This is an optimization exercise on Yosys and OpenROAD, whose aim is small area, a short achievable clock period and few clock cycles, not a production implementation.
At most, simulation tests tie the RTL to the original design; equivalence was not proved.
Function not checked in runs 1 to 4: the RTL went through the layout flow alone.
Power is estimated from default activity; no workload was simulated.

--- flow/constraint.sdc ---
create_clock -name core_clock -period 7.0 [get_ports {clock}]
set_input_delay 1.4000 -clock core_clock [delete_from_list [all_inputs] [get_ports {clock}]]
set_output_delay 1.4000 -clock core_clock [all_outputs]
set_load 0.01 [all_outputs]
--- flow/run.sh ---
#!/bin/bash
# synth_recipe.tcl (not shown) runs the flow's synth.tcl, then flattens the netlist and writes it again
# the make line also repeats each setting of config.mk as NAME=value (left out here)
make -C /OpenROAD-flow-scripts/flow DESIGN_CONFIG=/design/flow/config.mk WORK_HOME=/design/flow/orfs CLKGATE_MAP_FILE= SYNTH_SCRIPT=/design/flow/synth_recipe.tcl finish
--- flow/design.v ---
`default_nettype none
package clle_pkg;
   localparam int NODE_COUNT_DEF = 16;
   localparam int CNT_W          = 5;
   localparam logic [3:0] OP_CLEAR      = 4'd0;
   localparam logic [3:0] OP_MODIFY     = 4'd1;
   localparam logic [3:0] OP_VIEW       = 4'd2;
   localparam logic [3:0] OP_INS_FIRST  = 4'd3;
   localparam logic [3:0] OP_INS_LAST   = 4'd4;
   localparam logic [3:0] OP_INS_AFTER  = 4'd5;
   localparam logic [3:0] OP_DEL_FIRST  = 4'd6;
   localparam logic [3:0] OP_DEL_LAST   = 4'd7;
   localparam logic [3:0] OP_DEL_KEY    = 4'd8;
   localparam logic [3:0] OP_FREE_COUNT = 4'd9;
   localparam logic [1:0] ST_OK        = 2'd0;
   localparam logic [1:0] ST_EMPTY     = 2'd1;
   localparam logic [1:0] ST_NOT_FOUND = 2'd2;
   localparam logic [1:0] ST_NO_MEM    = 2'd3;
endpackage
`default_nettype wire
`default_nettype none
module cursor_linked_list_engine #(
   parameter int NODE_COUNT = clle_pkg::NODE_COUNT_DEF
) (
   input  logic                       clock,
   input  logic                       reset,
   input  logic                       req_valid,
   output logic                       req_ready,
   input  logic [3:0]                 req_operation,
   input  logic signed [31:0]         req_match_key,
   input  logic signed [31:0]         req_new_key,
   input  logic [31:0]                req_new_payload,
   output logic                       rsp_valid,
   input  logic                       rsp_ready,
   output logic [1:0]                 rsp_status,
   output logic signed [31:0]         rsp_key_out,
   output logic [31:0]                rsp_payload_out,
   output logic [clle_pkg::CNT_W-1:0] rsp_count_out,
   output logic                       rsp_last
);
   localparam int N  = NODE_COUNT;
   localparam int IW = $clog2(N);
   localparam int CW = clle_pkg::CNT_W;
   logic [IW-1:0]     pos [N];
   logic [N-1:0]      lv;           
   logic [31:0]       key [N];
   logic [31:0]       pay [N];
   logic              a_free;       
   logic              a_valid, a_nop;
   logic [3:0]        a_op;
   logic [31:0]       a_nk, a_np;
   logic [N-1:0]      a_eqn;        
   logic [N-1:0]      a_we;         
   logic              a_eqb;        
   logic [N-1:0]      a_eqf;        
   logic              a_eqy;        
   logic              b_valid;
   logic              b_more;       
   logic              b_clr, b_mod, b_view, b_insf, b_insl, b_insa;
   logic              b_delf, b_dell, b_delk, b_fc;
   logic [31:0]       b_nk, b_np;
   logic [N-1:0]      b_mpos;       
   logic [N-1:0]      b_vsel;       
   logic [CW-1:0]     b_vcnt;       
   logic [N-1:0]      b_wsel;       
   logic              r_valid;
   logic [1:0]        r_status;
   logic [CW-1:0]     r_count;
   logic              r_last;
   logic [N-1:0]      r_sel;        
   logic              o_valid;
   logic [1:0]        o_status;
   logic [31:0]       o_key, o_pay;
   logic [CW-1:0]     o_count;
   logic              o_last;
   logic              s_valid;
   logic [1:0]        s_status;
   logic [31:0]       s_key, s_pay;
   logic [CW-1:0]     s_count;
   logic              s_last;
   function automatic logic [N-1:0] prefix_or(input logic [N-1:0] x);
      logic [N-1:0] y;
      y = x;
      for (int d = 1; d < N; d = d * 2) begin
         y = y | (y << d);
      end
      prefix_or = y;
   endfunction
   logic              go;           
   logic              b_load;       
   logic              empty, full;
   logic [N-1:0]      mv, aft, fpos;
   logic              found;
   logic              exec;         
   logic              bv;           
   logic              insf_ok, insl_ok, insa_ok, delf_ok, delk_ok, dell_ok;
   logic              mods_ok, modf_ok, modw;
   logic              ins_ok, del_ok;
   logic [N-1:0]      sel_new, sel_right, sel_left, msel_new;
   logic              sel_d15;
   logic [IW-1:0]     delnode, newnode;
   logic [N-1:0]      delsel_oh;
   logic [N-1:0]      lvn;          
   logic              b_emit;
   logic [1:0]        b_status;
   logic [CW-1:0]     b_count;
   logic              b_last;
   logic [N-1:0]      b_rpos;       
   logic [N-1:0]      b_rsel, wsel_next;
   logic [N-1:0]      posdec [N];   
   logic [N-1:0]      we;
   logic [N-1:0]      lv_next;
   logic [CW-1:0]     len;
   assign go     = !s_valid;
   assign b_load = go && (!b_valid || !b_more);
   assign empty  = !lv[0];
   assign full   = lv[N-1];
   assign lvn    = lv >> 1;
   assign mv     = b_mpos & lv;
   assign aft    = prefix_or(mv);
   assign fpos   = mv & ~(aft << 1);
   assign found  = |mv;
   assign exec   = b_valid && go;
   assign bv     = b_valid;
   assign insf_ok = bv && b_insf && !full;
   assign insl_ok = bv && b_insl && !full;
   assign insa_ok = bv && b_insa && !full;         
   assign delf_ok = bv && b_delf && !empty;
   assign dell_ok = bv && b_dell && !empty;
   assign delk_ok = bv && b_delk;                  
   assign mods_ok = bv && b_mod && !full;          
   assign modf_ok = bv && b_mod && b_more;         
   assign modw    = bv && b_mod && full && !b_more;    
   assign ins_ok  = insf_ok || insl_ok || (insa_ok && found);
   assign del_ok  = delf_ok || dell_ok || (delk_ok && found);
   always_comb begin
      for (int i = 0; i < N; i++) begin
         if (i == 0) begin
            sel_new[i]   = insf_ok || (insl_ok && !lv[0]) || (mods_ok && fpos[0]);
            sel_right[i] = 1'b0;
         end else begin
            sel_new[i]   = (insl_ok && lv[i-1] && !lv[i]) || (insa_ok && fpos[i-1]) ||
                           (mods_ok && fpos[i]);
            sel_right[i] = insf_ok || (insl_ok && !lv[i-1]) ||
                           (insa_ok && ((i >= 2) ? aft[i-2] : 1'b0));
         end
         if (i == N - 1) sel_left[i] = 1'b0;
         else sel_left[i] = delf_ok || (delk_ok && aft[i]);
         msel_new[i] = sel_new[i] || (modw && fpos[i]);
      end
      sel_d15 = delf_ok || ((delk_ok || mods_ok) && found);
   end
   assign delsel_oh = b_delf ? {{(N-1){1'b0}}, 1'b1} : fpos;
   always_comb begin
      delnode  = '0;
      for (int i = 0; i < N; i++) begin
         delnode  = delnode  | (delsel_oh[i]        ? pos[i] : '0);
      end
   end
   assign newnode = pos[N-1];
   always_comb begin
      len = '0;
      for (int i = 0; i < N; i++) if (lv[i]) len = CW'(i + 1);
   end
   always_comb begin
      b_emit   = b_valid && !(b_mod && b_more);
      b_status = clle_pkg::ST_OK;
      b_count  = '0;
      b_last   = 1'b1;
      b_rpos   = '0;
      if (b_mod) begin
         if (empty)           b_status = clle_pkg::ST_EMPTY;
         else if (!found)     b_status = clle_pkg::ST_NOT_FOUND;
      end
      if (b_view) begin
         if (empty) begin
            b_status = clle_pkg::ST_EMPTY;
         end else begin
            b_count = b_vcnt;
            b_last  = !b_more;
            b_rpos  = b_vsel;
         end
      end
      if (b_insf || b_insl) begin
         if (full)            b_status = clle_pkg::ST_NO_MEM;
      end
      if (b_insa) begin
         if (empty)           b_status = clle_pkg::ST_EMPTY;
         else if (!found)     b_status = clle_pkg::ST_NOT_FOUND;
         else if (full)       b_status = clle_pkg::ST_NO_MEM;
      end
      if (b_delf || b_dell || b_delk) begin
         if (empty)           b_status = clle_pkg::ST_EMPTY;
         else if (b_delk && !found) b_status = clle_pkg::ST_NOT_FOUND;
      end
      if (b_delf)             b_rpos = {{(N-1){1'b0}}, lv[0]};
      if (b_delk)             b_rpos = fpos;
      if (b_dell)             b_rpos = lv & ~lvn;
      if (b_fc) begin
         b_count = CW'(N) - len;
         if (full)            b_status = clle_pkg::ST_NO_MEM;
      end
   end
   always_comb begin
      for (int i = 0; i < N; i++)
         for (int n = 0; n < N; n++) posdec[i][n] = (pos[i] == IW'(n));
      b_rsel    = '0;
      wsel_next = '0;
      for (int i = 0; i < N; i++) begin
         b_rsel    = b_rsel    | (b_rpos[i] ? posdec[i] : '0);
         wsel_next = wsel_next | (fpos[i]   ? posdec[i] : '0);
      end
   end
   always_comb begin
      for (int n = 0; n < N; n++) begin
         we[n] = go && ((!full && newnode == IW'(n)) || (modw && b_wsel[n]));
      end
   end
   always_ff @(posedge clock) begin
      for (int n = 0; n < N; n++) begin
         if (we[n]) begin
            key[n] <= b_nk;
            pay[n] <= b_np;
         end
      end
   end
   always_comb begin
      lv_next = lv;
      if (bv && b_clr)    lv_next = '0;
      else if (ins_ok)    lv_next = {lv[N-2:0], 1'b1};
      else if (del_ok)    lv_next = {1'b0, lv[N-1:1]};
   end
   always_ff @(posedge clock) begin
      if (reset) begin
         for (int i = 0; i < N; i++) pos[i] <= IW'(i);
         lv <= '0;
      end else if (go) begin
         for (int i = 0; i < N; i++) begin
            if (sel_new[i])                        pos[i] <= newnode;
            else if (sel_right[i])                 pos[i] <= pos[(i + N - 1) % N];
            else if (sel_left[i])                  pos[i] <= pos[(i + 1) % N];
            else if (i == N - 1 && sel_d15)        pos[i] <= delnode;
         end
         lv <= lv_next;
      end
   end
   logic [N-1:0] mp, mpos_next;
   always_comb begin
      for (int i = 0; i < N; i++) begin
         mp[i] = 1'b0;
         for (int n = 0; n < N; n++) mp[i] = mp[i] | (posdec[i][n] && a_eqf[n]);
      end
      for (int i = 0; i < N; i++) begin
         if (msel_new[i])                     mpos_next[i] = a_eqy;
         else if (sel_right[i])               mpos_next[i] = mp[(i + N - 1) % N];
         else if (sel_left[i])                mpos_next[i] = mp[(i + 1) % N];
         else                                 mpos_next[i] = mp[i];
      end
   end
   logic [N-1:0] eqn_next;
   logic         eq_a, eq_b;
   assign a_eqf = (a_eqn & ~a_we) | (a_eqb ? a_we : '0);
   assign eq_a = (a_nk == req_match_key);
   assign eq_b = (b_nk == req_match_key);
   always_comb begin
      for (int n = 0; n < N; n++) eqn_next[n] = (key[n] == req_match_key);
   end
   assign req_ready = a_free;
   always_ff @(posedge clock) begin
      if (a_free) begin
         a_op  <= req_operation;
         a_nop <= req_operation > clle_pkg::OP_FREE_COUNT;
         a_nk  <= req_new_key;
         a_np  <= req_new_payload;
         a_eqn <= eqn_next;
         a_we  <= we;
         a_eqb <= eq_b;
         a_eqy <= b_load ? eq_a : eq_b;
      end
   end
   logic a_valid_next, a_nop_next, b_valid_next, b_more_next, s_valid_next;
   logic o_free, r_fire;
   assign o_free = !o_valid || rsp_ready;
   assign r_fire = r_valid && go;
   assign s_valid_next = !o_free && (s_valid || r_fire);
   always_comb begin
      a_valid_next = a_free ? req_valid : a_valid;
      a_nop_next   = a_free ? (req_operation > clle_pkg::OP_FREE_COUNT) : a_nop;
      if (b_load) begin
         b_valid_next = a_valid && !a_nop;
         b_more_next  = ((a_op == clle_pkg::OP_VIEW) && lv_next[1]) ||
                        ((a_op == clle_pkg::OP_MODIFY) && lv_next[N-1]);
      end else begin
         b_valid_next = b_valid;
         if (exec) b_more_next = b_view && (|(b_vsel & (lv >> 2)));
         else      b_more_next = b_more;
      end
   end
   always_ff @(posedge clock) begin
      if (reset) begin
         a_valid <= 1'b0;
         b_valid <= 1'b0;
         b_more  <= 1'b0;
         a_free  <= 1'b1;
      end else begin
         a_valid <= a_valid_next;
         b_valid <= b_valid_next;
         b_more  <= b_more_next;
         a_free  <= !a_valid_next || a_nop_next ||
                    (!s_valid_next && (!b_valid_next || !b_more_next));
      end
   end
   always_ff @(posedge clock) begin
      if (b_load) begin
         b_clr  <= a_op == clle_pkg::OP_CLEAR;
         b_mod  <= a_op == clle_pkg::OP_MODIFY;
         b_view <= a_op == clle_pkg::OP_VIEW;
         b_insf <= a_op == clle_pkg::OP_INS_FIRST;
         b_insl <= a_op == clle_pkg::OP_INS_LAST;
         b_insa <= a_op == clle_pkg::OP_INS_AFTER;
         b_delf <= a_op == clle_pkg::OP_DEL_FIRST;
         b_dell <= a_op == clle_pkg::OP_DEL_LAST;
         b_delk <= a_op == clle_pkg::OP_DEL_KEY;
         b_fc   <= a_op == clle_pkg::OP_FREE_COUNT;
         b_nk   <= a_nk;
         b_np   <= a_np;
         b_mpos <= mpos_next;
         b_vsel <= {{(N-1){1'b0}}, 1'b1};
         b_vcnt <= CW'(1);
      end else if (exec) begin
         b_vsel <= b_vsel << 1;
         b_vcnt <= b_vcnt + CW'(1);
      end
      if (go && modf_ok) begin
         b_wsel <= wsel_next;
      end
   end
   always_ff @(posedge clock) begin
      if (reset) begin
         r_valid <= 1'b0;
      end else if (go) begin
         r_valid <= b_emit;
      end
   end
   always_ff @(posedge clock) begin
      if (go) begin
         r_status <= b_status;
         r_count  <= b_count;
         r_last   <= b_last;
         r_sel    <= b_rsel;
      end
   end
   logic [31:0] r_key, r_pay;
   always_comb begin
      r_key = '0;
      r_pay = '0;
      for (int n = 0; n < N; n++) begin
         if (r_sel[n]) begin
            r_key = r_key | key[n];
            r_pay = r_pay | pay[n];
         end
      end
   end
   always_ff @(posedge clock) begin
      if (reset) begin
         o_valid <= 1'b0;
         s_valid <= 1'b0;
      end else begin
         if (o_free) o_valid <= s_valid || r_fire;
         s_valid <= s_valid_next;
      end
   end
   always_ff @(posedge clock) begin
      if (o_free) begin
         if (s_valid) begin
            o_status <= s_status;
            o_key    <= s_key;
            o_pay    <= s_pay;
            o_count  <= s_count;
            o_last   <= s_last;
         end else begin
            o_status <= r_status;
            o_key    <= r_key;
            o_pay    <= r_pay;
            o_count  <= r_count;
            o_last   <= r_last;
         end
      end
      if (!s_valid) begin
         s_status <= r_status;
         s_key    <= r_key;
         s_pay    <= r_pay;
         s_count  <= r_count;
         s_last   <= r_last;
      end
   end
   assign rsp_valid       = o_valid;
   assign rsp_status      = o_status;
   assign rsp_key_out     = o_key;
   assign rsp_payload_out = o_pay;
   assign rsp_count_out   = o_count;
   assign rsp_last        = o_last;
endmodule
`default_nettype wire
--- flow/config.mk ---
export PLATFORM = sky130hd
export DESIGN_NAME = cursor_linked_list_engine
export DESIGN_NICKNAME = cursor_linked_list_engine
export VERILOG_FILES = /design/flow/design.v
export SDC_FILE = /design/flow/constraint.sdc
export NUM_CORES = 8
export LEC_CHECK = 0
export ABC_CLOCK_PERIOD_IN_PS = 3000
export CAP_MARGIN = 20
export CORE_MARGIN = 2
export CORE_UTILIZATION = 55
export PLACE_DENSITY = 0.65
export SETUP_SLACK_MARGIN = 4.0
export SLEW_MARGIN = 20
==> summary.md, run 1 <==
| Metric | Value |
|---|---|
| Synth Instances | around 5500 |
| Latest clock arrival within the worst-skew pair | around 0.85 ns |
| RePlAce Congestion | ~1.1 |
| Post-synth top area share | between 50% and 60% |
| CTS tree | yes |
| Reg power frac | roughly half |
| Initial antenna violation count | 29 |
| # fillers | a little over 9000 |
| Detailed Route WL | between 300000 and 400000 um |
| Num rows | 130 |
| Root Driver | clkbuf_16 |
| Total core area | between 0.1 and 0.15 mm2 |
| Num CTS Buffers | about 150 |
| Worst setup path class | in2reg |
| Drt drc | 0 |
| Leading area contributor after synthesis | edfxtp_1 |
| Worst slew margin | -41.75% |
| Crit-path max FO | 18 |
| Vias in the first global route | 52590 |
| Worst setup margin | between 2 and 3 ns |
| Clock power share | a little over two fifths |
| Die Area | approximately 0.13 mm2 |
| Max Cap Violations | 1 |
| Seq/Total Area, Yosys | between 60% and 70% |
| Static Leakage | 28.53 nW |
| CTS Sinks | 1509 |
| Post-synth EDFFs | between 1000 and 1500 |
| Worst-path clk slew | about 0.060 ns |
| Largest net degree at the start of global routing | 66 |
| Worst Path Required | about 7.6 ns |
| Synth area leaders | edfxtp_1, xor2_1, dfxtp_1 |
| GRT Overall Usage | a little under half |
| Clock skew | around 0.063 ns |
| Crit end category | register |
| Hold bufs inserted after CTS | 0 |
| Psw | roughly 4.6 mW |
| Slew @ Worst Pin | roughly 2.1 ns |
| 1st-iter DRT viols | approximately 11000 |
| RSZ-0062 raised after global routing | yes |
| Nets | between 5000 and 6000 |
| Crit path time final | just over 4 ns |
| Comb power frac | 5.3% |
| Clk buf depth | 3 |
| SO Faults | capacitance limit, slew limit |
| Main synth FF type | edfxtp_1 |
| Asr flop ratio synth | 0% |
| Ys Warns | 5 |
| Endpoints failing hold | 0 |
| WP data arrival | between 4 and 5 ns |
| Most frequent cells in the layout | edfxtp_1, xor2_1, nand2_1, buf_4, a22oi_1 |
| Setup WS pre-CTS | roughly 2.5 ns |
| First drt pass iteration count | 20 |
| Final HPWL DP | 204100 um |
| Worst vdd ir | approximately 0.00031 V |
| Vias per std cell | between 7 and 8 |
| Cell Area, Synth | ~0.07 mm2 |
| PD cells | ~240 mW/mm2 |
| Tcrit/Tclk final | a little under 60% |
| Total grt overflow | 0 |
| Flops & latches, synth | between 1500 and 2000 |
| H-tree levels | 4 |
| I/O pin count | 178 |
| Port bufs | between 150 and 200 |
| Wire length per cell | ~42 um |
| Internal power | 15.10 mW |
| Height of the die | approximately 360 um |
| Sw frac | between 20% and 30% |
| Status | complete, but fails checks |
| Startpoint types | primary input |
| Die width | approximately 360 um |
| Share of layout cells above drive strength 1 | 17.14% |
| HP Class | reg2reg |
| Antenna Nets Post-Route | 0 |
| Setup TNS | 0 ns |
| Commonest non-fill, non-tap cell in the layout | edfxtp_1 |
| Initial cell density of the core | around 56% |
| First-pass GRT wire length | 426300 um |
| FMAX | between 200 and 250 MHz |
| Layout area overhead | 18.47% |
| Net Count, Synth | approximately 5600 |
| Top flop regs | key x512, pay x512, pos x64 |
| Final setup fails | 0 |
| Post-synthesis cell type count | 94 |
| Vias | between 50000 and 60000 |
| Syn avg cell area | 12.69 um2 |
| Final Max Tran Viols | 2 |
final cells by class:
class	count	area, um2	share of cell area, %
Antenna cell	10	25.02	0.03020
Clock buffer	204	4192	5.059
Clock inverter	77	991.0	1.196
Inverter	68	275.3	0.3323
Multi-Input combinational cell	3531	26460	31.94
Sequential cell	1509	43540	52.55
Tap cell	1650	2064	2.492
Timing Repair Buffer	556	5303	6.400
critical path: stages:
cell             delay [ns]
clkdlybuf4s50_1        0.47
buf_4                  0.35
xor2_1                 0.14
nor4_1                 1.70
nand4_1                0.36
nor2_1                 0.27
cell families (layout without fill, tap and decap cells):
family / count (synthesis) / in the layout / share of synthesized area (%)
AOI/OAI and AO/OA: 1327 / 1328 / 14.58
xor gates and xnor gates: 579 / 579 / 7.251
adders and majority gates: 2 / 2 / 0.03578
buffers and inverters: 471 / 905 / 2.560
DFF: 1509 / 1509 / 62.21
muxes: 169 / 169 / 2.648
other: 0 / 10 / 0
and+or+nand+nor: 1452 / 1453 / 10.72
stage by stage:
stage / hold WS [ns] / instances / utilization (%) / cell area [um2] / total power [mW]
6_report: 0.4032 / 7605 / 65.81 / 82850 / 19.69
4_1_cts: 0.4001 / 7457 / 64.02 / 80600 / 19.55
3_5_place_dp: 0.4045 / 7087 / 58.61 / 73790 / 11.27
5_1_grt: 0.4254 / 7598 / 65.79 / 82830 / 20.05
3_3_place_gp: 0.4016 / 7085 / 58.58 / 73750 / 11.26
2_1_floorplan: 0.4003 / 5509 / - / 70070 / 10.70
repair_timing:
action | CTS | global route
endpoints found under the setup margin | 1289 | 218
pin swaps | 41 | 87
cloned | 4 | 3
setup buffers | 85 | 132
resized for setup | 297 | 238
final timing paths:
check             cells past startpoint        to  slack [ns]              start
hold / removal                        0  b_np[12]        0.40           a_np[12]
setup / recovery                      6  a_eqn[8]        2.90  req_match_key[21]
hold reg to reg                       0  b_np[12]        0.40           a_np[12]
setup reg to reg                      4  a_eqn[8]        3.79         key[8][29]
power groups by stage:
stage	registers, mW	clock network [mW]	logic (mW)
finish	10.1	8.49	1.05
global route	10.2	8.84	1.05
CTS	10.1	8.48	0.929
detailed placement	10.3	0	0.938
global placement	10.3	0	0.938
floorplan	10.3	0	0.423
metal layers:
metal | share of wire [%] | GRT usage (%) | vias to the layer above
li1 | - | - | 22290
met1 | 33 | 57.69 | 28030
met2 | 42 | 69.45 | 5429
met3 | 14 | 14.35 | 1614
met4 | 11 | 39.19 | 16
met5 | 0.034 | 0.9619 | -
cell usage after synthesis (28+ instances only):
library cell  count
a211o_1          30
a211oi_1         28
a21oi_1         145
a221oi_1        174
a22o_1          177
a22oi_1         274
and2_1           39
buf_1            65
clkbuf_1        325
dfxtp_1         181
edfxtp_1       1328
inv_1            67
mux2_2           58
mux2i_1         104
nand2_1         292
nand2b_1         76
nand3_1         136
nand4_1         146
nor2_1          295
nor2b_1          45
nor3_1          124
nor4_1          175
o211ai_1         32
o21ai_0         105
o22ai_1          66
xor2_1          561
==> run 2, diff against run 1 <==
--- a/flow/design.v
+++ b/flow/design.v
@@ -62,4 +62,2 @@
    logic [N-1:0]      b_mpos;       
-   logic [N-1:0]      b_vsel;       
-   logic [CW-1:0]     b_vcnt;       
    logic [N-1:0]      b_wsel;       
@@ -100,3 +98,3 @@
    logic              sel_d15;
-   logic [IW-1:0]     delnode, newnode;
+   logic [IW-1:0]     delnode, newnode, vnode, tailnode;
    logic [N-1:0]      delsel_oh;
@@ -107,5 +105,4 @@
    logic              b_last;
-   logic [N-1:0]      b_rpos;       
-   logic [N-1:0]      b_rsel, wsel_next;
-   logic [N-1:0]      posdec [N];   
+   logic              b_rd;
+   logic [IW-1:0]     b_node;
    logic [N-1:0]      we;
@@ -155,4 +152,8 @@
       delnode  = '0;
+      vnode    = '0;
+      tailnode = '0;
       for (int i = 0; i < N; i++) begin
          delnode  = delnode  | (delsel_oh[i]        ? pos[i] : '0);
+         vnode    = vnode    | (b_mpos[i]           ? pos[i] : '0);
+         tailnode = tailnode | ((lv[i] && !lvn[i])  ? pos[i] : '0);
       end
@@ -164,2 +165,7 @@
    end
+   logic [CW-1:0] vcnt;
+   always_comb begin
+      vcnt = '0;
+      for (int i = 0; i < N; i++) if (b_mpos[i]) vcnt = vcnt | CW'(i + 1);
+   end
    always_comb begin
@@ -169,3 +175,4 @@
       b_last   = 1'b1;
-      b_rpos   = '0;
+      b_rd     = 1'b0;
+      b_node   = delnode;
       if (b_mod) begin
@@ -178,5 +185,6 @@
          end else begin
-            b_count = b_vcnt;
+            b_count = vcnt;
             b_last  = !b_more;
-            b_rpos  = b_vsel;
+            b_rd    = 1'b1;
+            b_node  = vnode;
          end
@@ -195,5 +203,8 @@
       end
-      if (b_delf)             b_rpos = {{(N-1){1'b0}}, lv[0]};
-      if (b_delk)             b_rpos = fpos;
-      if (b_dell)             b_rpos = lv & ~lvn;
+      if (b_delf)             b_rd = !empty;
+      if (b_delk)             b_rd = found;
+      if (b_dell) begin
+         b_rd   = !empty;
+         b_node = tailnode;
+      end
       if (b_fc) begin
@@ -204,12 +215,2 @@
    always_comb begin
-      for (int i = 0; i < N; i++)
-         for (int n = 0; n < N; n++) posdec[i][n] = (pos[i] == IW'(n));
-      b_rsel    = '0;
-      wsel_next = '0;
-      for (int i = 0; i < N; i++) begin
-         b_rsel    = b_rsel    | (b_rpos[i] ? posdec[i] : '0);
-         wsel_next = wsel_next | (fpos[i]   ? posdec[i] : '0);
-      end
-   end
-   always_comb begin
       for (int n = 0; n < N; n++) begin
@@ -250,3 +251,3 @@
          mp[i] = 1'b0;
-         for (int n = 0; n < N; n++) mp[i] = mp[i] | (posdec[i][n] && a_eqf[n]);
+         for (int n = 0; n < N; n++) mp[i] = mp[i] | ((pos[i] == IW'(n)) && a_eqf[n]);
       end
@@ -294,3 +295,3 @@
          b_valid_next = b_valid;
-         if (exec) b_more_next = b_view && (|(b_vsel & (lv >> 2)));
+         if (exec) b_more_next = b_view && (|(b_mpos & (lv >> 2)));
          else      b_more_next = b_more;
@@ -326,11 +327,9 @@
          b_np   <= a_np;
-         b_mpos <= mpos_next;
-         b_vsel <= {{(N-1){1'b0}}, 1'b1};
-         b_vcnt <= CW'(1);
-      end else if (exec) begin
-         b_vsel <= b_vsel << 1;
-         b_vcnt <= b_vcnt + CW'(1);
+         if (a_op == clle_pkg::OP_VIEW) b_mpos <= {{(N-1){1'b0}}, 1'b1};
+         else                           b_mpos <= mpos_next;
+      end else if (exec && b_view) begin
+         b_mpos <= b_mpos << 1;
       end
       if (go && modf_ok) begin
-         b_wsel <= wsel_next;
+         for (int n = 0; n < N; n++) b_wsel[n] <= (delnode == IW'(n)) && found;
       end
@@ -349,3 +348,3 @@
          r_last   <= b_last;
-         r_sel    <= b_rsel;
+         for (int n = 0; n < N; n++) r_sel[n] <= b_rd && (b_node == IW'(n));
       end
--- a/flow/config.mk
+++ b/flow/config.mk
@@ -7,3 +7,3 @@
 export LEC_CHECK = 0
-export ABC_CLOCK_PERIOD_IN_PS = 3000
+export ABC_CLOCK_PERIOD_IN_PS = 2000
 export CAP_MARGIN = 20
@@ -12,3 +12,3 @@
 export PLACE_DENSITY = 0.65
-export SETUP_SLACK_MARGIN = 4.0
+export SETUP_SLACK_MARGIN = 4.5
 export SLEW_MARGIN = 20
==> run 2 against run 1 <==
Now clean on timing, DRC and antenna. Synthesized cell count shrank 15%. Register-to-register slack gained 0.18 ns. Flip-flop and latch count shrank 21. Hold slack gained 0.0031 ns. Routed wire length shrank 9.1%. Cell count shrank 8.3%. Via count shrank 11%. Largest cell class unchanged.
==> summary.md, run 2 <==
| Metric | Value |
|---|---|
| Seq/Total Area, Yosys | 65.42% (was 62.21%) |
| Root Driver | clkbuf_16 (unchanged) |
| Crit end category | register (unchanged) |
| Worst slew margin | 21.52% (was -41.75%) |
| Total grt overflow | 0 (unchanged) |
| Syn avg cell area | 14.01 um2 (was 12.69 um2) |
| CTS Sinks | 1488 (was 1509) |
| CTS tree | yes (unchanged) |
| Crit path time final | 3.034 ns (was 4.102 ns) |
| Static Leakage | 28.69 nW (was 28.53 nW) |
| Share of layout cells above drive strength 1 | 26.63% (was 17.14%) |
| Post-synth top area share | 60.55% (was 57.02%) |
| Startpoint types | register (was primary input) |
| Asr flop ratio synth | 0% (unchanged) |
| Num rows | 126 (was 130) |
| Design area | 0.08168 mm2 (was 0.08285 mm2) |
| Final HPWL DP | 177600 um (was 204100 um) |
| Final Max Tran Viols | 0 (was 2) |
| WP data arrival | 3.67 ns (was 4.73 ns) |
| Wire length per cell | 41.28 um (was 41.65 um) |
| Main synth FF type | edfxtp_1 (unchanged) |
| Vias | 51280 (was 57380) |
| Worst vdd ir | 0.0004303 V (was 0.0003116 V) |
| Most frequent cells in the layout | edfxtp_1, xor2_1, buf_4, a22oi_1, a22o_1 (was edfxtp_1, xor2_1, nand2_1, buf_4, a22oi_1) |
| Layout area overhead | 24.02% (was 18.47%) |
| Die width | 350.0 um (was 360.6 um) |
| 1st-iter DRT viols | 9267 (was 10610) |
| Largest net degree at the start of global routing | 65 (was 66) |
| Net Count, Synth | 4805 (was 5615) |
| FMAX | 329.6 MHz (was 243.8 MHz) |
| # fillers | 7903 (was 9259) |
| Latest clock arrival within the worst-skew pair | 0.82 ns (was 0.85 ns) |
| Total core area | 0.1184 mm2 (was 0.1259 mm2) |
| Worst setup path class | reg2reg (was in2reg) |
| Die Area | 0.1225 mm2 (was 0.1300 mm2) |
| Top-count cell post-synth | edfxtp_1 (unchanged) |
| Crit-path max FO | 28 (was 18) |
| Vias in the first global route | 46370 (was 52590) |
| Inst Count DP | 6276 (was 7087) |
| Clk buf depth | 3 (unchanged) |
| Antenna Nets Post-Route | 0 (unchanged) |
| Hold bufs inserted after CTS | 0 (unchanged) |
| Num CTS Buffers | 150 (was 153) |
| Cell Area, Synth | 0.06586 mm2 (was 0.06993 mm2) |
| Final setup fails | 0 (unchanged) |
| Height of the die | 350.0 um (was 360.6 um) |
| Initial cell density of the core | 55.63% (was 55.55%) |
| Initial antenna violation count | 19 (was 29) |
| Slew @ Worst Pin | 1.171 ns (was 2.107 ns) |
| GRT Overall Usage | 45.32% (was 47.37%) |
| Flops & latches, synth | 1488 (was 1509) |
| Status | complete, no violations (was complete, but fails checks) |
| First-pass GRT wire length | 380000 um (was 426300 um) |
| I/O pin count | 178 (unchanged) |
| Core Util, Final | 68.99% (was 65.81%) |
| Max Cap Violations | 0 (was 1) |
| HP Class | reg2reg (unchanged) |
| Ys Warns | 4 (was 5) |
| Post-synth EDFFs | 1328 (unchanged) |
| First drt pass iteration count | 7 (was 20) |
| Post-synthesis cell type count | 93 (was 94) |
| Post-placement cell area | 0.06999 mm2 (was 0.07379 mm2) |
| RePlAce Congestion | 1.059 (was 1.131) |
| Worst Path Required | 7.64 ns (was 7.63 ns) |
| Tcrit/Tclk final | 43.34% (was 58.60%) |
| R2R depth | 8 (was 4) |
| Post-Layout Cell Count | 6974 (was 7605) |
| Synth area leaders | edfxtp_1, xor2_1, dfxtp_1 (unchanged) |
| Hold Path Depth | 0 (unchanged) |
| Clock skew | 0.05361 ns (was 0.06310 ns) |
| Setup TNS | 0 ns (unchanged) |
| PD cells | 229.9 mW/mm2 (was 237.7 mW/mm2) |
| H-tree levels | 4 (unchanged) |
| Detailed Route WL | 287900 um (was 316800 um) |
| Port bufs | 177 (unchanged) |
| Vias per std cell | 7.354 (was 7.545) |
| Nets | 5347 (was 5925) |
| Synth Instances | 4700 (was 5509) |
| Synth cell count leaders | edfxtp_1, xor2_1, a22oi_1 (was edfxtp_1, xor2_1, clkbuf_1) |
| RSZ-0062 raised after global routing | yes (unchanged) |
| Drt drc | 0 (unchanged) |
| Worst-path clk slew | 0.07 ns (was 0.06 ns) |
| Commonest non-fill, non-tap cell in the layout | edfxtp_1 (unchanged) |
| Endpoints failing hold | 0 (unchanged) |
| Leading area contributor after synthesis | edfxtp_1 (unchanged) |
| Top flop regs | key x512, pay x512, pos x64 (unchanged) |
==> run 2: changes by cell type after synthesis, sizes merged, moves of 41 or more <==
cell,change
nand2,-142
nor2,-125
clkbuf,-65
nand2b,-58
o22ai,-58
mux4,+57
nor3,-54
nand3,-41
==> run 2: worst paths after layout <==
check	startpoint	to	slack, ns
setup reg to reg	pos[15][3]	r_sel[14]	3.97
hold / removal	a_np[21]	b_np[21]	0.41
hold reg to reg	a_np[21]	b_np[21]	0.41
setup / recovery	pos[15][3]	r_sel[14]	3.97
==> run 2: logic make-up (layout without fill, tap and decap cells) <==
kind of cell,after synthesis,count (layout),synth area share [%]
buffers and inverters,431,1091,2.532
other,0,8,0
AOI/OAI and AO/OA,1046,1046,12.15
muxes,217,218,4.628
xor gates and xnor gates,576,576,7.660
DFF,1488,1488,65.42
and+or+nand+nor,941,946,7.599
adders and majority gates,1,1,0.01900
==> run 2: worst max-delay path, cell delays in order, from the launching register on <==
cell	delay [ns]
dfxtp_1	0.33
buf_4	0.49
a21boi_0	0.18
o2111ai_1	0.18
nor4_1	0.11
a31oi_1	0.68
o31ai_4	0.22
nand3b_1	0.30
nor4_2	0.33
==> run 2: routing by layer <==
metal	wire length [um]	GRT usage [%]	share of wire, %	vias up
met5	182	0.1570	0.063	-
met4	15750	17.19	5.5	24
met3	48360	17.76	17	929
met2	118900	63.94	41	5006
met1	104800	63.35	36	25640
li1	-	-	-	19690
==> run 2: where the power goes <==
group	internal (mW)	switching, mW	total [mW]
logic	0.299	0.536	0.835
registers	9.75	0.153	9.90
clock network	4.44	3.60	8.04
==> run 2: timing repair <==
item | CTS | global route
setup endpoints to repair | 1459 | 590
resized for setup | 844 | 257
pin swaps | 147 | 107
gates cloned | 10 | 16
buffers inserted | 171 | 217
==> run 2: through the flow <==
step | power (mW) | setup WS [ns] | hold WS (ns)
global route | 19.10 | 3.954 | 0.4197
finish | 18.78 | 3.966 | 0.4063
floorplan | 10.33 | 4.210 | 0.4003
detailed placement | 10.70 | 2.403 | 0.4045
CTS | 18.59 | 4.097 | 0.4144
global placement | 10.69 | 2.266 | 0.4010
==> run 2: final cells by class <==
type	count	area [um2]	share of cell area (%)
clock buffer	208	4124	5.049
timing repair inverter	1	7.507	0.009191
sequential	1488	43110	52.78
tap	1600	2002	2.451
inverter	71	281.5	0.3447
clock inverter	68	733.2	0.8977
antenna	8	20.02	0.02451
multi-input combinational	2787	24390	29.86
timing repair buffer	743	7005	8.577
==> run 3, diff against run 2 <==
--- a/flow/config.mk
+++ b/flow/config.mk
@@ -7,3 +7,3 @@
 export LEC_CHECK = 0
-export ABC_CLOCK_PERIOD_IN_PS = 2000
+export ABC_CLOCK_PERIOD_IN_PS = 3000
 export CAP_MARGIN = 20
@@ -12,3 +12,3 @@
 export PLACE_DENSITY = 0.65
-export SETUP_SLACK_MARGIN = 4.5
+export SETUP_SLACK_MARGIN = 4.0
 export SLEW_MARGIN = 20
==> run 3 against run 2 <==
Register-to-register slack got worse by 0.09 ns. Utilization fell by 4.2 points. Flip-flop and latch count did not move. Power rose by 1.0%. Via count fell by 4.3%. Synthesized cell count did not move. Clock power rose by 4.5%. Sequential share of layout area rose by 3.4 points. Critical path depth did not move. Non-clock buffer count fell by 319. Cell count fell by 4.4%. Routed wire length fell by 4.8%. Largest power group unchanged. Highest routed layer unchanged.
==> summary.md, run 3 <==
| Metric | Value |
|---|---|
| Status | complete, no violations (unchanged) |
| Core Util, Final | 64.83% (was 68.99%) |
| Worst slew margin | 23.34% (was 21.52%) |
| 1st-iter DRT viols | 9455 (was 9267) |
| CTS tree | yes (unchanged) |
| Max Cap Violations | 0 (unchanged) |
| Clk buf depth | 3 (unchanged) |
| Vias per std cell | 7.355 (was 7.354) |
| Commonest non-fill, non-tap cell in the layout | edfxtp_1 (unchanged) |
| Top flop regs | key x512, pay x512, pos x64 (unchanged) |
| Synth cell count leaders | edfxtp_1, xor2_1, a22oi_1 (unchanged) |
| Static Leakage | 26.53 nW (was 28.69 nW) |
| Cell Area, Synth | 0.06586 mm2 (unchanged) |
| R2R depth | 8 (unchanged) |
| Net Count, Synth | 4805 (unchanged) |
| Worst-path clk slew | 0.06 ns (was 0.07 ns) |
| Tcrit/Tclk final | 44.70% (was 43.34%) |
| Total core area | 0.1184 mm2 (unchanged) |
| Post-synth EDFFs | 1328 (unchanged) |
| Clock skew | 0.05383 ns (was 0.05361 ns) |
| CP delay by family, top | multiplexers (was compound AO/OA/AOI/OAI gates) |
| Seq/Total Area, Yosys | 65.42% (unchanged) |
| Final Max Tran Viols | 0 (unchanged) |
| Final HPWL DP | 173100 um (was 177600 um) |
| Num rows | 126 (unchanged) |
| Initial antenna violation count | 18 (was 19) |
| GRT Overall Usage | 44.02% (was 45.32%) |
| Height of the die | 350.0 um (unchanged) |
| Antenna Nets Post-Route | 0 (unchanged) |
| Crit path time final | 3.129 ns (was 3.034 ns) |
| Crit-path max FO | 6 (was 28) |
| H-tree levels | 4 (unchanged) |
| Endpoints failing hold | 0 (unchanged) |
| Most frequent cells in the layout | edfxtp_1, xor2_1, a22oi_1, buf_4, a22o_1 (was edfxtp_1, xor2_1, buf_4, a22oi_1, a22o_1) |
| Vias | 49060 (was 51280) |
| Nets | 5038 (was 5347) |
| Ys Warns | 4 (unchanged) |
| FMAX | 319.6 MHz (was 329.6 MHz) |
| Leading area contributor after synthesis | edfxtp_1 (unchanged) |
| Post-synth top area share | 60.55% (unchanged) |
| Asr flop ratio synth | 0% (unchanged) |
| I/O pin count | 178 (unchanged) |
| Worst Path Required | 7.50 ns (was 7.64 ns) |
| Hold bufs inserted after CTS | 0 (unchanged) |
| Num CTS Buffers | 154 (was 150) |
| Port bufs | 177 (unchanged) |
| CP cell instances | buf_4, clkbuf_16, mux2_4, mux4_2, mux4_2, mux2_4, a2111oi_4, o21ai_1 (was buf_4, a21boi_0, o2111ai_1, nor4_1, a31oi_1, o31ai_4, nand3b_1, nor4_2) |
| Flops & latches, synth | 1488 (unchanged) |
| First-pass GRT wire length | 369500 um (was 380000 um) |
| Startpoint types | register (unchanged) |
| Largest net degree at the start of global routing | 65 (unchanged) |
| # fillers | 8617 (was 7903) |
| Slowest CP cell | mux4_2 (was a31oi_1) |
| Die Area | 0.1225 mm2 (unchanged) |
| Syn avg cell area | 14.01 um2 (unchanged) |
| Synth Instances | 4700 (unchanged) |
| Slew @ Worst Pin | 1.146 ns (was 1.171 ns) |
| HP Class | reg2reg (unchanged) |
| Crit end category | register (unchanged) |
| CTS Sinks | 1488 (unchanged) |
| Share of layout cells above drive strength 1 | 15.66% (was 26.63%) |
| Drt drc | 0 (unchanged) |
| Detailed Route WL | 274100 um (was 287900 um) |
| Multi-input logic area | 0.02219 mm2 (was 0.02439 mm2) |
| Levels on crit path | 8 (unchanged) |
| RSZ-0062 raised after global routing | yes (unchanged) |
| Vias in the first global route | 44630 (was 46370) |
| Post-synthesis cell type count | 93 (unchanged) |
| First drt pass iteration count | 6 (was 7) |
| Worst vdd ir | 0.0002850 V (was 0.0004303 V) |
| Delay of the slowest cell on the worst path | 0.55 ns (was 0.68 ns) |
| RePlAce Congestion | 1.130 (was 1.059) |
| Initial cell density of the core | 55.63% (unchanged) |
| Root Driver | clkbuf_16 (unchanged) |
| Total grt overflow | 0 (unchanged) |
| Layout area overhead | 16.55% (was 24.02%) |
| WP data arrival | 3.63 ns (was 3.67 ns) |
| PD cells | 247.1 mW/mm2 (was 229.9 mW/mm2) |
| Final setup fails | 0 (unchanged) |
| Top-count cell post-synth | edfxtp_1 (unchanged) |
| Hold Path Depth | 0 (unchanged) |
| Worst setup path class | reg2reg (unchanged) |
| Wire length per cell | 41.10 um (was 41.28 um) |
| Die width | 350.0 um (unchanged) |
| Buffers and inverters on the worst path | 2 (was 1) |
| Main synth FF type | edfxtp_1 (unchanged) |
| Latest clock arrival within the worst-skew pair | 0.82 ns (about the same) |
| Area occupied by registers | 0.04311 mm2 (about the same) |
| Setup TNS | 0 ns (unchanged) |
| Synth area leaders | edfxtp_1, xor2_1, dfxtp_1 (unchanged) |
-- run 3: cell counts after synthesis --
Identical to the previous run, type by type.
-- run 3: layout make-up --
| cell class | count | share of cell area [%] |
|---|---|---|
| Clock inverter | 83 | 1.293 |
| Sequential cell | 1488 | 56.17 |
| Multi-Input combinational cell | 2793 | 28.91 |
| Tap cell | 1600 | 2.608 |
| Timing Repair Buffer | 424 | 5.172 |
| Antenna cell | 6 | 0.01956 |
| Clock buffer | 204 | 5.464 |
| Timing Repair inverter | 1 | 0.006520 |
| Inverter | 71 | 0.3651 |
-- run 3: per-stage QoR --
step                      std cells  cell area, um2  power [mW]  hold WS [ns]  setup slack (ns)
after floorplan                4700           65990       10.29        0.4003             4.037
after global placement         6257           69640       10.69        0.4006             2.422
after detailed placement       6258           69650       10.69        0.4045             2.836
after CTS                      6614           75760       18.90        0.4130             3.625
after global routing           6664           76740       19.30        0.4242             3.802
final                          6670           76750       18.96        0.4153             3.871
-- run 3: what timing repair did --
item                       in CTS  in global routing
setup buffers                  60                 42
setup endpoints to repair     965                213
pin swaps                      23                 19
resized for setup             169                112
cloned                          9                  8
-- run 3: cells by family (layout without fill, tap and decap cells) --
group,count (synthesis),count (layout),synth area share (%)
compound gates,1046,1047,12.15
xor+xnor,576,576,7.660
fa+ha+maj,1,1,0.01900
buf+inv,431,783,2.532
flops,1488,1488,65.42
mux,217,222,4.628
other cells,0,6,0
simple gates,941,947,7.599
-- run 3: routing by layer --
layer | share of wire (%) | vias up | routed length [um] | GRT usage, %
li1 | - | 19070 | - | -
met1 | 38 | 24550 | 102900 | 62.73
met2 | 41 | 4575 | 113500 | 61.92
met3 | 16 | 841 | 43460 | 15.25
met4 | 5.2 | 24 | 14170 | 17.48
met5 | 0.057 | - | 155 | 0
-- run 3: path summary, 6_finish.rpt --
kind / from / endpoint / slack [ns]
max: a_eqb / b_mpos[9] / 3.87
min reg2reg: a_np[16] / b_np[16] / 0.42
min: a_np[16] / b_np[16] / 0.42
max reg2reg: a_eqb / b_mpos[9] / 3.87
-- run 3: report_power, final --
group | internal [mW] | switching (mW) | total (mW)
combinational | 0.193 | 0.471 | 0.664
sequential | 9.75 | 0.153 | 9.90
clock | 4.73 | 3.67 | 8.40
total | 14.7 | 4.29 | 19.0
==> run 4, diff against run 3 <==
--- a/flow/config.mk
+++ b/flow/config.mk
@@ -8,3 +8,3 @@
 export ABC_CLOCK_PERIOD_IN_PS = 3000
-export CAP_MARGIN = 20
+export CAP_MARGIN = 40
 export CORE_MARGIN = 2
@@ -13,2 +13,2 @@
 export SETUP_SLACK_MARGIN = 4.0
-export SLEW_MARGIN = 20
+export SLEW_MARGIN = 60
==> run 4 against run 3 <==
Sequential power hardly changed. Worst setup slack got worse by 0.075 ns. Via count fell by 0.28%. First-iteration DRC count is 6.9% lower. Synthesized area unchanged.
==> summary.md, run 4 <==
| Metric | Value |
|---|---|
| HP Class | reg2reg (unchanged) |
| Synth Instances | 4700 (unchanged) |
| Nets | 5113 (was 5038) |
| Worst slew margin | 51.34% (was 23.34%) |
| Seq/Total Area, Yosys | 65.42% (unchanged) |
| CTS Sinks | 1488 (unchanged) |
| Setup TNS | 0 ns (unchanged) |
| Terminus of the critical flop-to-flop path | b_mpos[9] (unchanged) |
| R2R depth | 8 (unchanged) |
| Net Count, Synth | 4805 (unchanged) |
| Top flop regs | key x512, pay x512, pos x64 (unchanged) |
| Crit-path max FO | 8 (was 6) |
| Main synth FF type | edfxtp_1 (unchanged) |
| Comb power frac | 3.9% (was 3.5%) |
| Static Leakage | 27.23 nW (was 26.53 nW) |
| Clock power share | 44.1% (was 44.3%) |
| Slew @ Worst Pin | 0.7299 ns (was 1.146 ns) |
| Leading area contributor after synthesis | edfxtp_1 (unchanged) |
| Sink of the worst hold path | b_np[16] (unchanged) |
| Post-synth EDFFs | 1328 (unchanged) |
| Hold Path Depth | 0 (unchanged) |
| Layout area overhead | 19.34% (was 16.55%) |
| 1st-iter DRT viols | 8798 (was 9455) |
| Delay of the slowest cell on the worst path | 0.57 ns (was 0.55 ns) |
| Final Max Tran Viols | 0 (unchanged) |
| Latest clock arrival within the worst-skew pair | 0.81 ns (was 0.82 ns) |
| RSZ-0062 raised after global routing | yes (unchanged) |
| Num rows | 126 (unchanged) |
| Clk buf depth | 3 (unchanged) |
| Ys Warns | 4 (unchanged) |
| Synth area leaders | edfxtp_1, xor2_1, dfxtp_1 (unchanged) |
| Psw | 4.260 mW (was 4.293 mW) |
| Internal reg-to-reg setup slack | 3.80 ns (was 3.87 ns) |
| GRT Overall Usage | 43.78% (was 44.02%) |
| Inst Count DP | 6344 (was 6258) |
| Crit path time final | 3.203 ns (was 3.129 ns) |
| Fin Hold WS | 0.4159 ns (was 0.4153 ns) |
| Slowest CP cell | mux4_2 (unchanged) |
| Post-synth top area share | 60.55% (unchanged) |
| Most frequent cells in the layout | edfxtp_1, xor2_1, a22oi_1, buf_4, a22o_1 (unchanged) |
| FMAX | 312.2 MHz (was 319.6 MHz) |
| H-tree levels | 4 (unchanged) |
| Hold bufs inserted after CTS | 0 (unchanged) |
| Worst vdd ir | 0.0002592 V (was 0.0002850 V) |
| CP cell instances | buf_6, buf_8, mux2_4, mux4_2, mux4_2, mux2_4, a2111oi_4, o21ai_1 (was buf_4, clkbuf_16, mux2_4, mux4_2, mux4_2, mux2_4, a2111oi_4, o21ai_1) |
| Hold path startpoint | a_np[16] (unchanged) |
| Startpoint types | register (unchanged) |
| Initial antenna violation count | 18 (unchanged) |
| Detailed Route WL | 271900 um (was 274100 um) |
| Worst setup path class | reg2reg (unchanged) |
| Die width | 350.0 um (unchanged) |
| Cell Area, Synth | 0.06586 mm2 (unchanged) |
| Flops & latches, synth | 1488 (unchanged) |
| Core Util, Final | 66.38% (was 64.83%) |
| Height of the die | 350.0 um (unchanged) |
| Post-synthesis cell type count | 93 (unchanged) |
| Asr flop ratio synth | 0% (unchanged) |
| FF-to-FF Start | a_eqb (unchanged) |
| Port bufs | 177 (unchanged) |
| Total core area | 0.1184 mm2 (unchanged) |
| Synth cell count leaders | edfxtp_1, xor2_1, a22oi_1 (unchanged) |
| First-pass GRT wire length | 368500 um (was 369500 um) |
| Post-Layout Cell Count | 6744 (was 6670) |
| PD cells | 241.7 mW/mm2 (was 247.1 mW/mm2) |
| Vias in the first global route | 44960 (was 44630) |
| Vias | 48920 (was 49060) |
| Endpoints failing hold | 0 (unchanged) |
| Syn avg cell area | 14.01 um2 (unchanged) |
| Crit end category | register (unchanged) |
| Wire length per cell | 40.32 um (was 41.10 um) |
| Sw frac | 22.42% (was 22.64%) |
| WP data arrival | 3.71 ns (was 3.63 ns) |
| I/O pin count | 178 (unchanged) |
| Final HPWL DP | 178700 um (was 173100 um) |
| Commonest non-fill, non-tap cell in the layout | edfxtp_1 (unchanged) |
| Worst Path Required | 7.51 ns (was 7.50 ns) |
| Tcrit/Tclk final | 45.76% (was 44.70%) |
| Share of layout cells above drive strength 1 | 19.96% (was 15.66%) |
| Worst-path clk slew | 0.06 ns (about the same) |
| Drt drc | 0 (unchanged) |
| Initial cell density of the core | 55.63% (unchanged) |
| CTS tree | yes (unchanged) |
| Final setup fails | 0 (unchanged) |
| Largest net degree at the start of global routing | 65 (unchanged) |
| Die Area | 0.1225 mm2 (unchanged) |
| Root Driver | clkbuf_16 (unchanged) |
| First drt pass iteration count | 9 (was 6) |
| Max Cap Violations | 0 (unchanged) |
| Clock skew | 0.06123 ns (was 0.05383 ns) |
| Reg power frac | 52.0% (was 52.2%) |
| Vias per std cell | 7.254 (was 7.355) |
| RePlAce Congestion | 1.130 (unchanged) |
| Status | complete, no violations (unchanged) |
| Top-count cell post-synth | edfxtp_1 (unchanged) |
| Internal power | 14.74 mW (was 14.67 mW) |
| Final Total Pwr | 19.00 mW (was 18.96 mW) |
| Total grt overflow | 0 (unchanged) |
| Num CTS Buffers | 153 (was 154) |
| Antenna Nets Post-Route | 0 (unchanged) |
==> run 4: cell count changes in the layout (fill, tap and decap cells not counted), sizes merged <==
| cell | delta |
|---|---|
| clkbuf | +17 |
| bufinv | +1 |
| buf | +77 |
| clkinvlp | -11 |
| nor2 | -6 |
| clkinv | -10 |
| dlygate4sd2 | -2 |
| mux2 | -5 |
| inv | +5 |
| clkdlybuf4s15 | +3 |
| clkdlybuf4s18 | +3 |
| diode | +2 |
==> run 4: per-layer routing <==
metal	vias up	part of all wire [%]	routed length (um)	GRT usage, %
met5	-	0.12	327	1.256
met4	24	5.0	13640	16.60
met3	756	16	43030	14.95
met2	4458	42	113500	61.78
met1	24530	37	101400	62.59
li1	19160	-	-	-
==> run 4: final cells by class <==
class                   count  area (um2)
flip-flops and latches   1488       43150
fillers                  8401       39800
multi-input cells        2782       22990
repair buffers            512        5009
clock buffers             214        4238
well taps                1600        2002
clock inverters            69       914.6
inverters                  71       275.3
diodes                      8       20.02
==> run 4: critical path: cells and delay by family, from the launching register on <==
kind / cells / cell delay (ns)
mux: 4 / 1.71
flops: 1 / 0.51
compound gates: 2 / 0.38
buf+inv: 2 / 0.33
==> run 4: metrics by stage <==
| stage | area [um2] | worst slack, ns |
|---|---|---|
| after floorplan | 65990 | 4.037 |
| after global placement | 69640 | 2.422 |
| after detailed placement | 71440 | 3.101 |
| after CTS | 77140 | 3.840 |
| after global routing | 78580 | 3.795 |
| final | 78600 | 3.797 |
==> run 4: what timing repair did <==
| action | CTS | global route |
|---|---|---|
| hold endpoints to repair | 0 | 0 |
| cloned | 4 | 2 |
| buffers inserted | 39 | 42 |
| endpoints found under the setup margin | 165 | 143 |
| pin swaps | 18 | 31 |
| gates resized for setup | 149 | 136 |
==> run 4: cell families (layout without fill, tap and decap cells) <==
| kind of cell | after synthesis | after routing | synth area share, % |
|---|---|---|---|
| compound gates | 1046 | 1047 | 12.15 |
| flops | 1488 | 1488 | 65.42 |
| xor+xnor | 576 | 576 | 7.660 |
| fa+ha+maj | 1 | 1 | 0.01900 |
| buf+inv | 431 | 866 | 2.532 |
| simple gates | 941 | 941 | 7.599 |
| mux | 217 | 217 | 4.628 |
| other cells | 0 | 8 | 0 |
==> run 4: worst max-delay path by stage <==
| stage | start | to | slack (ns) | cells past startpoint |
|---|---|---|---|---|
| 2_1_floorplan | req_match_key[31] | a_eqn[0] | 4.04 | 6 |
| 3_3_place_gp | req_match_key[26] | a_eqn[15] | 2.42 | 5 |
| 3_5_place_dp | req_match_key[17] | a_eqy | 3.10 | 7 |
| 4_1_cts | a_eqb | b_mpos[9] | 3.84 | 8 |
| 5_1_grt | a_eqb | b_mpos[9] | 3.80 | 8 |
| 6_report | a_eqb | b_mpos[9] | 3.80 | 8 |
==> run 4: power by group through the flow <==
| stage | combinational, mW | sequential [mW] | clock (mW) |
|---|---|---|---|
| after floorplan | 0.277 | 10.0 | 0 |
| after global placement | 0.613 | 10.1 | 0 |
| after detailed placement | 0.652 | 10.1 | 0 |
| after CTS | 0.656 | 9.89 | 8.39 |
| after global routing | 0.730 | 9.88 | 8.71 |
| final | 0.734 | 9.88 | 8.39 |
==> run 5, diff against run 4 <==
--- a/flow/design.v
+++ b/flow/design.v
@@ -52,5 +52,2 @@
    logic [N-1:0]      a_eqn;        
-   logic [N-1:0]      a_we;         
-   logic              a_eqb;        
-   logic [N-1:0]      a_eqf;        
    logic              a_eqy;        
@@ -62,3 +59,4 @@
    logic [N-1:0]      b_mpos;       
-   logic [N-1:0]      b_wsel;       
+   logic              b_wv;         
+   logic [IW-1:0]     b_wnode;      
    logic              r_valid;
@@ -216,3 +214,3 @@
       for (int n = 0; n < N; n++) begin
-         we[n] = go && ((!full && newnode == IW'(n)) || (modw && b_wsel[n]));
+         we[n] = go && ((!full && newnode == IW'(n)) || (modw && b_wv && b_wnode == IW'(n)));
       end
@@ -251,3 +249,3 @@
          mp[i] = 1'b0;
-         for (int n = 0; n < N; n++) mp[i] = mp[i] | ((pos[i] == IW'(n)) && a_eqf[n]);
+         for (int n = 0; n < N; n++) mp[i] = mp[i] | ((pos[i] == IW'(n)) && a_eqn[n]);
       end
@@ -262,3 +260,2 @@
    logic         eq_a, eq_b;
-   assign a_eqf = (a_eqn & ~a_we) | (a_eqb ? a_we : '0);
    assign eq_a = (a_nk == req_match_key);
@@ -266,3 +263,3 @@
    always_comb begin
-      for (int n = 0; n < N; n++) eqn_next[n] = (key[n] == req_match_key);
+      for (int n = 0; n < N; n++) eqn_next[n] = we[n] ? eq_b : (key[n] == req_match_key);
    end
@@ -276,4 +273,2 @@
          a_eqn <= eqn_next;
-         a_we  <= we;
-         a_eqb <= eq_b;
          a_eqy <= b_load ? eq_a : eq_b;
@@ -333,3 +328,4 @@
       if (go && modf_ok) begin
-         for (int n = 0; n < N; n++) b_wsel[n] <= (delnode == IW'(n)) && found;
+         b_wv    <= found;
+         b_wnode <= delnode;
       end
==> run 5 against run 4 <==
Final area decreased by 2.4%. Worst setup slack better by 0.15 ns. Routed wire length down 0.17%. Register-to-register slack better by 0.20 ns. Hold slack worse by 0.0021 ns. Combinational power up 11%. Utilization decreased by 1.3 points. Non-clock buffer count decreased by 76. Via count fell by 1.1%.
==> summary.md, run 5 <==
| Metric | Value |
|---|---|
| Clk buf depth | 3 (unchanged) |
| Flops & latches, synth | 1460 (was 1488) |
| Main combinational cell family by area after synthesis | compound AO/OA/AOI/OAI gates (unchanged) |
| Height of the die | 348.5 um (was 350.0 um) |
| Die width | 348.5 um (was 350.0 um) |
| Final Max Tran Viols | 0 (unchanged) |
| Seq/Total Area, Yosys | 64.72% (was 65.42%) |
| Share of layout cells above drive strength 1 | 17.26% (was 19.96%) |
| Synth Area in Simple Gates | 7.620% (was 7.599%) |
| Hold path startpoint | a_np[17] (was a_np[16]) |
| Top flop regs | key x512, pay x512, pos x64 (unchanged) |
| R2R depth | 8 (unchanged) |
| Levels on crit path | 8 (unchanged) |
| Crit-path max FO | 18 (was 8) |
| Worst setup path class | in2reg (was reg2reg) |
| CP cell instances | clkdlybuf4s50_1, buf_12, xnor2_1, nand4_1, nor4_4, buf_4, nand2_4, mux2i_1 (was buf_6, buf_8, mux2_4, mux4_2, mux4_2, mux2_4, a2111oi_4, o21ai_1) |
| Final Total Pwr | 18.84 mW (was 19.00 mW) |
| Critical path origin | req_match_key[15] (was a_eqb) |
| Worst slew margin | 51.37% (was 51.34%) |
| Wire length per cell | 40.62 um (was 40.32 um) |
| Worst vdd ir | 0.0002567 V (was 0.0002592 V) |
| Inst Count DP | 6344 (unchanged) |
| Vias in the first global route | 44670 (was 44960) |
| H-tree levels | 4 (unchanged) |
| Most frequent cells in the layout | edfxtp_1, xnor2_1, a22oi_1, nand4_1, a221oi_1 (was edfxtp_1, xor2_1, a22oi_1, buf_4, a22o_1) |
| Detailed Route WL | 271400 um (was 271900 um) |
| CP delay by family, top | simple AND/OR/NAND/NOR gates (was multiplexers) |
| Post-synth EDFFs | 1300 (was 1328) |
| Final HPWL DP | 180200 um (was 178700 um) |
| Setup TNS | 0 ns (unchanged) |
| CTS tree | yes (unchanged) |
| Vias per std cell | 7.238 (was 7.254) |
| Num CTS Buffers | 150 (was 153) |
| Post-Synth XOR/XNOR Area | 7.756% (was 7.660%) |
| Leading area contributor after synthesis | edfxtp_1 (unchanged) |
| Total core area | 0.1179 mm2 (was 0.1184 mm2) |
| Status | complete, no violations (unchanged) |
| GRT Overall Usage | 44.33% (was 43.78%) |
| First drt pass iteration count | 6 (was 9) |
| CP endpoint | a_eqn[1] (was b_mpos[9]) |
| Crit path time final | 3.055 ns (was 3.203 ns) |
| Internal reg-to-reg setup slack | 4.00 ns (was 3.80 ns) |
| Synth cell count leaders | edfxtp_1, xnor2_1, a22oi_1 (was edfxtp_1, xor2_1, a22oi_1) |
| Post-Layout Cell Count | 6682 (was 6744) |
| Buffers and inverters on the worst path | 3 (was 2) |
| Clock skew | 0.04745 ns (was 0.06123 ns) |
| Initial antenna violation count | 19 (was 18) |
| RePlAce Congestion | 1.165 (was 1.130) |
| Top-count cell post-synth | edfxtp_1 (unchanged) |
| Net Count, Synth | 4912 (was 4805) |
| Delay of the slowest cell on the worst path | 0.51 ns (was 0.57 ns) |
| 1st-iter DRT viols | 8298 (was 8798) |
| Layout area overhead | 17.55% (was 19.34%) |
| FMAX | 327.3 MHz (was 312.2 MHz) |
| Asr flop ratio synth | 0% (unchanged) |
| Die Area | 0.1214 mm2 (was 0.1225 mm2) |
| Max Cap Violations | 0 (unchanged) |
| Static Leakage | 25.90 nW (was 27.23 nW) |
| Post-synthesis mux area share | 3.830% (was 4.628%) |
| Post-synthesis cell type count | 93 (unchanged) |
| RSZ-0062 raised after global routing | yes (unchanged) |
| Ys Warns | 4 (unchanged) |
| Synth Instances | 4807 (was 4700) |
| Synth area leaders | edfxtp_1, xnor2_1, dfxtp_1 (was edfxtp_1, xor2_1, dfxtp_1) |
| Antenna Nets Post-Route | 0 (unchanged) |
| Crit end category | register (unchanged) |
| WP data arrival | 3.69 ns (was 3.71 ns) |
| I/O pin count | 178 (unchanged) |
| HP Class | reg2reg (unchanged) |
| Tcrit/Tclk final | 43.64% (was 45.76%) |
| Largest net degree at the start of global routing | 65 (unchanged) |
| First-pass GRT wire length | 370100 um (was 368500 um) |
| Latest clock arrival within the worst-skew pair | 0.83 ns (was 0.81 ns) |
| Root Driver | clkbuf_16 (unchanged) |
| Final setup fails | 0 (unchanged) |
| Worst-path clk slew | 0.06 ns (about the same) |
| Total grt overflow | 0 (unchanged) |
| FF-to-FF Start | b_mpos[6] (was a_eqb) |
| Port bufs | 177 (unchanged) |
| Cell Area, Synth | 0.06527 mm2 (was 0.06586 mm2) |
| Startpoint types | primary input (was register) |
| Worst Path Required | 7.64 ns (was 7.51 ns) |
| Endpoints failing hold | 0 (unchanged) |
| Nets | 5117 (was 5113) |
| Syn avg cell area | 13.58 um2 (was 14.01 um2) |
| Area fraction in compound gates after synthesis | 13.36% (was 12.15%) |
| Initial cell density of the core | 55.35% (was 55.63%) |
| # fillers | 8553 (was 8401) |
| PD cells | 245.6 mW/mm2 (was 241.7 mW/mm2) |
| Slew @ Worst Pin | 0.7242 ns (was 0.7299 ns) |
| Num rows | 126 (unchanged) |
| Post-Synth Adder-Cell Area | 0.01917% (was 0.01900%) |
| Main synth FF type | edfxtp_1 (unchanged) |
| Hold Path Depth | 0 (unchanged) |
| Terminus of the critical flop-to-flop path | r_sel[7] (was b_mpos[9]) |
| Vias | 48360 (was 48920) |
| Commonest non-fill, non-tap cell in the layout | edfxtp_1 (unchanged) |
| Drt drc | 0 (unchanged) |
| CTS Sinks | 1460 (was 1488) |
| Slowest CP cell | clkdlybuf4s50_1 (was mux4_2) |
| Post-synth top area share | 59.81% (was 60.55%) |
==> run 5: kinds of logic (layout without fill, tap and decap cells) <==
family,Yosys count,after routing
DFF,1460,1460
AOI/OAI and AO/OA,1155,1155
and+or+nand+nor,923,924
xor gates and xnor gates,578,578
buffers and inverters,458,788
muxes,232,232
adders and majority gates,1,1
other,0,8
==> run 5: final cells by class <==
type | count | area, um2 | share of cell area [%]
Sequential cell | 1460 | 42310 | 55.15
Multi-Input combinational cell | 2890 | 22750 | 29.65
Timing Repair Buffer | 436 | 4304 | 5.610
Clock buffer | 212 | 4250 | 5.540
Tap cell | 1536 | 1922 | 2.505
Clock inverter | 66 | 880.8 | 1.148
Inverter | 74 | 284.0 | 0.3702
Antenna cell | 8 | 20.02 | 0.02609
==> run 5: metal layers <==
metal / global-route usage (%) / vias up / wire length (um)
li1: - / 19360 / -
met1: 58.79 / 24210 / 99210
met2: 65.56 / 3965 / 118400
met3: 13.08 / 810 / 34190
met4: 24.76 / 24 / 19450
met5: 0.3601 / - / 201
==> run 5: timing repair <==
| item | 4_1_cts | 5_1_grt |
|---|---|---|
| resized for setup | 98 | 46 |
| gates cloned | 1 | 1 |
| pin swaps | 2 | 10 |
| buffers inserted | 12 | 13 |
| endpoints found under the setup margin | 735 | 435 |
| hold buffers | 0 | 0 |
==> run 5: stage by stage <==
stage	setup WS [ns]	cell area (um2)	util, %	hold WS [ns]
final	3.945	76730	65.06	0.4138
after global routing	3.907	76710	65.05	0.4229
after CTS	3.974	75730	64.22	0.4138
after detailed placement	2.946	70500	59.78	0.4045
after global placement	1.761	68880	58.41	0.4005
after floorplan	3.952	65450	-	0.4003
==> run 5: how the worst min path moves through the flow <==
stage	to	slack (ns)
6_report	b_np[17]	0.41
5_1_grt	b_np[15]	0.42
4_1_cts	b_np[15]	0.41
3_5_place_dp	b_np[12]	0.40
3_3_place_gp	b_np[6]	0.40
2_1_floorplan	b_np[0]	0.40
==> run 5: report_power, final <==
part | internal [mW] | leakage (nW) | switching, mW
clock network | 4.75 | 2.47 | 3.59
registers | 9.57 | 13.7 | 0.131
logic | 0.277 | 9.69 | 0.536
total | 14.6 | 25.9 | 4.25
Testbench counts of run 5, summed over its fixed seeds: cycles 4,893.

afterwards: timing with drivers on the ports:
The results above use ideal ports. As a check the final layouts listed here were re-extracted and re-timed, cells and wires unchanged. Step 1 assumes that a clkbuf_16 drives the clock port and a buf_2 every other input. Step 2, shift: input delay + t, output delay - t, t = (earliest + latest rising clock arrival at the registers) / 2. This alone moves slack from input paths to output paths. Three values: no drivers, after step 1, after step 2; two values: the first two.
run | t, ns | slack for setup (ns) | hold WS [ns] | worst data-port slew with drivers (ns)
run 1 | 0.900 | 2.898 / 2.943 / 2.043 | 0.403 / 0.403 / 0.403 | 0.19
run 2 | 0.879 | 3.966 / 3.966 / 3.541 | 0.406 / 0.406 / 0.406 | 0.06
run 3 | 0.869 | 3.871 / 3.871 / 3.078 | 0.415 / 0.415 / 0.415 | 0.10
run 4 | 0.865 | 3.797 / 3.797 / 3.225 | 0.416 / 0.416 / 0.416 | 0.10
run 5 | 0.885 | 3.945 / 3.931 / 3.117 | 0.414 / 0.414 / 0.414 | 0.08
The setup slack of run 1, which loses most, moves by +0.045 ns with the drivers and by -0.855 ns with both steps.
